Source: an optimization exercise on an open RTL-to-GDS flow (aim: small area). Production flows keep margins and buffers that such runs may drop.
Only simulation tests tie the RTL to the original design; equivalence was not proved.
Power and IR drop assume default switching activity.

// matrix_sram_loader
module matrix_sram_loader
(
  input  logic              clk,
  input  logic              rst,
  input  logic              cfg_valid,
  output logic              cfg_ready,
  input  logic [15:0]       cfg_size_a,
  input  logic [15:0]       cfg_size_b,
  input  logic [15:0]       cfg_size_c,
  input  logic [31:0]       s_data,
  input  logic              s_valid,
  output logic              s_ready,
  output logic [13:0]       avm_address,
  output logic              avm_chipselect,
  output logic              avm_write,
  output logic [31:0]       avm_writedata,
  output logic [3:0]        avm_byteenable,
  input  logic              avm_waitrequest,
  output logic              mult_start,
  input  logic              mult_valid,
  output logic              busy,
  output logic              error
);
  localparam int unsigned SA_W = matrix_accel_pkg::SA_W;
  localparam int unsigned SB_W = matrix_accel_pkg::SB_W;
  localparam int unsigned SC_W = matrix_accel_pkg::SC_W;
  localparam logic [2:0] ST_IDLE0 = 3'b000;
  localparam logic [2:0] ST_IDLE  = 3'b001;
  localparam logic [2:0] ST_HDR   = 3'b010;
  localparam logic [2:0] ST_LOADA = 3'b110;
  localparam logic [2:0] ST_LOADB = 3'b111;
  ...
Size in the first run: about 81 flip-flops, ~140 I/O pins, ~7200 um^2 of cells after synthesis.
Settings: LEC_CHECK=0, CAP_MARGIN=20, CORE_MARGIN=2, CORE_UTILIZATION=55, GPL_TIMING_DRIVEN=0, SLEW_MARGIN=20, SYNTH_HIERARCHICAL=1; clock period 11.0 ns.
standard.sh (not shown) runs the stock make flow with config.mk's settings and CLKGATE_MAP_FILE= SYNTH_SCRIPT=/design/flow/synth_recipe.tcl, a recipe that flattens the netlist after the stock synthesis.
==> flow/flow/run.sh <==
#!/bin/bash
# The standard layout (standard.sh, standard synthesis unchanged) with
# changes that only pick smaller cells: the port buffers are buf_1 cells;
# clock tree synthesis uses clkbuf_8 cells and adds no dummy loads; global
# placement is not timing driven (so it adds no buffers), but still starts by
# removing synthesis's buffers.
export BUFFER_PORTS_ARGS="-buffer_cell sky130_fd_sc_hd__buf_1"
export CTS_ARGS="-sink_clustering_enable -repair_clock_nets -dont_use_dummy_load -buf_list sky130_fd_sc_hd__clkbuf_8"
export PRE_GLOBAL_PLACE_TCL="$PWD/flow/pre_gp.tcl"
bash standard.sh > standard.log 2>&1
==> flow/flow/pre_gp.tcl <==
# Before global placement: remove the buffers synthesis inserted, as the
# standard flow does when its placement is timing driven.
remove_buffers
The first run finished clean.
==> next run, changes <==
==> flow/flow/run.sh (replaced) <==
#!/bin/bash
# The standard layout (standard.sh, standard synthesis unchanged) with
# changes that only pick smaller cells: the port buffers are buf_1 cells;
# clock tree synthesis uses clkbuf_8 cells and adds no dummy loads; global
# placement is not timing driven (so it adds no buffers), but still starts by
# removing synthesis's buffers; before the resizer's repairs every cell gets
# the smallest drive strength of its function.
export BUFFER_PORTS_ARGS="-buffer_cell sky130_fd_sc_hd__buf_1"
export CTS_ARGS="-sink_clustering_enable -repair_clock_nets -dont_use_dummy_load -buf_list sky130_fd_sc_hd__clkbuf_16 -sink_clustering_size 81 -sink_clustering_max_diameter 500"
export PRE_GLOBAL_PLACE_TCL="$PWD/flow/pre_gp.tcl"
export PRE_RESIZE_TCL="$PWD/flow/pre_resize.tcl"
bash standard.sh > standard.log 2>&1
==> flow/flow/pre_resize.tcl (new file) <==
# Before the resizer repairs slew, capacitance and fanout: give every cell
# the smallest drive strength of its own function (same base cell name), so
# that only the repairs that timing and electrical rules need remain.
set dont_use $::env(DONT_USE_CELLS)
set masters [dict create]
foreach lib [[ord::get_db] getLibs] {
  foreach master [$lib getMasters] {
    set name [$master getName]
    if {[lsearch -exact $dont_use $name] >= 0} { continue }
    if {[regexp {^(sky130_fd_sc_hd__[a-z0-9]+)_([0-9]+)$} $name -> base drive]} {
      if {![dict exists $masters $base] ||
          [$master getWidth] < [[dict get $masters $base] getWidth]} {
        dict set masters $base $master
      }
    }
  }
}
set swapped 0
foreach inst [[ord::get_db_block] getInsts] {
  set master [$inst getMaster]
  if {[$master getType] ne "CORE"} { continue }
  if {![regexp {^(sky130_fd_sc_hd__[a-z0-9]+)_([0-9]+)$} [$master getName] -> base drive]} { continue }
  if {![dict exists $masters $base]} { continue }
  set small [dict get $masters $base]
  if {[$small getWidth] < [$master getWidth]} {
    $inst swapMaster $small
    incr swapped
  }
}
puts "pre_resize: gave $swapped cells a smaller drive strength"
CAP_MARGIN = 0   (was 20)
SLEW_MARGIN = 0   (was 20)
Result: Setup slack degrades by 0.32 ns. First-iteration DRC count rises by a few percent. Clock-buffer cell count does not change. Power rises by a little under a tenth. Final area grows slightly. Via count is about the same. Utilization goes up by 0.32 points. Hold slack got worse by 0.011 ns.
==> next run, changes <==
==> flow/flow/run.sh (replaced) <==
#!/bin/bash
# The standard layout (standard.sh, standard synthesis unchanged) with
# two changes that only pick smaller cells: the port buffers are buf_1 cells,
# and clock tree synthesis uses clkbuf_8 cells and adds no dummy loads.
export BUFFER_PORTS_ARGS="-buffer_cell sky130_fd_sc_hd__buf_1"
export CTS_ARGS="-sink_clustering_enable -repair_clock_nets -dont_use_dummy_load -buf_list sky130_fd_sc_hd__clkbuf_8"
bash standard.sh > standard.log 2>&1
CAP_MARGIN = 20   (was 0)
GPL_TIMING_DRIVEN = unset   (was 0)
SLEW_MARGIN = 20   (was 0)
removed: flow/flow/pre_gp.tcl
removed: flow/flow/pre_resize.tcl
The new run passed the timing, DRC and antenna checks.
Via count is higher by 1.8%.
Setup slack gains 0.39 ns.
Fmax is higher by 4.0%.
==> next run, changes <==
==> flow/flow/run.sh (replaced) <==
#!/bin/bash
# The standard layout (standard.sh, standard synthesis unchanged) with
# changes that only pick smaller cells: the port buffers are buf_1 cells;
# clock tree synthesis uses clkbuf_8 cells and adds no dummy loads; global
# placement is not timing driven (so it adds no buffers), but still starts by
# removing synthesis's buffers; before the resizer's repairs every cell gets
# the smallest drive strength of its function.
export BUFFER_PORTS_ARGS="-buffer_cell sky130_fd_sc_hd__buf_1"
export CTS_ARGS="-sink_clustering_enable -repair_clock_nets -dont_use_dummy_load -buf_list sky130_fd_sc_hd__clkbuf_8 -sink_clustering_size 40 -sink_clustering_max_diameter 500"
export PRE_GLOBAL_PLACE_TCL="$PWD/flow/pre_gp.tcl"
export PRE_RESIZE_TCL="$PWD/flow/pre_resize.tcl"
bash standard.sh > standard.log 2>&1
==> flow/flow/pre_gp.tcl (new file) <==
# Before global placement: remove the buffers synthesis inserted, as the
# standard flow does when its placement is timing driven.
remove_buffers
==> flow/flow/pre_resize.tcl (new file) <==
# Before the resizer repairs slew, capacitance and fanout: give every cell
# the smallest drive strength of its own function (same base cell name), so
# that only the repairs that timing and electrical rules need remain.
set dont_use $::env(DONT_USE_CELLS)
set masters [dict create]
foreach lib [[ord::get_db] getLibs] {
  foreach master [$lib getMasters] {
    set name [$master getName]
    if {[lsearch -exact $dont_use $name] >= 0} { continue }
    if {[regexp {^(sky130_fd_sc_hd__[a-z0-9]+)_([0-9]+)$} $name -> base drive]} {
      if {![dict exists $masters $base] ||
          [$master getWidth] < [[dict get $masters $base] getWidth]} {
        dict set masters $base $master
      }
    }
  }
}
set swapped 0
foreach inst [[ord::get_db_block] getInsts] {
  set master [$inst getMaster]
  if {[$master getType] ne "CORE"} { continue }
  if {![regexp {^(sky130_fd_sc_hd__[a-z0-9]+)_([0-9]+)$} [$master getName] -> base drive]} { continue }
  if {![dict exists $masters $base]} { continue }
  set small [dict get $masters $base]
  if {[$small getWidth] < [$master getWidth]} {
    $inst swapMaster $small
    incr swapped
  }
}
puts "pre_resize: gave $swapped cells a smaller drive strength"
CAP_MARGIN = 0   (was 20)
CORE_UTILIZATION = 70   (was 55)
GPL_TIMING_DRIVEN = 0   (was unset)
SLEW_MARGIN = 0   (was 20)
Result: The changed run finished clean; count of clock-buffer cells in the layout does not change; final area falls by 1.6%; register-to-register slack gets worse by 0.59 ns.

## re-timing with driven ports
How much do the figures lean on ideal ports? The routed layouts below were timed once more, with nothing changed but the port constraints.
Step 1 assumes that a clkbuf_16 drives the clock port and a buf_2 every other input.
Step 2, shift: input delay + t, output delay - t, t = (earliest + latest rising clock arrival at the registers) / 2. This alone moves slack from input paths to output paths.
Three values: no drivers, after step 1, after step 2; two values: the first two.
| run | t, ns | setup WS [ns] | worst hold slack (ns) | worst setup path at the end |
|---|---|---|---|---|
| the first run | 0.393 | 1.235 / 1.227 / 0.834 | 0.490 / 0.490 / 0.490 | input to register |
| the second run | 0.368 | 0.916 / 0.927 / 0.559 | 0.479 / 0.479 / 0.479 | input to register |
| the third run | 0.386 | 1.307 / 1.316 / 0.930 | 0.488 / 0.488 / 0.488 | input to register |
| the fourth run | 0.381 | 0.825 / 0.817 / 0.436 | 0.485 / 0.485 / 0.485 | input to register |
After both steps setup and hold are still met in every run listed. For the first run, which loses most, drivers alone change the setup slack by -0.008 ns; drivers and shift together by -0.401 ns.
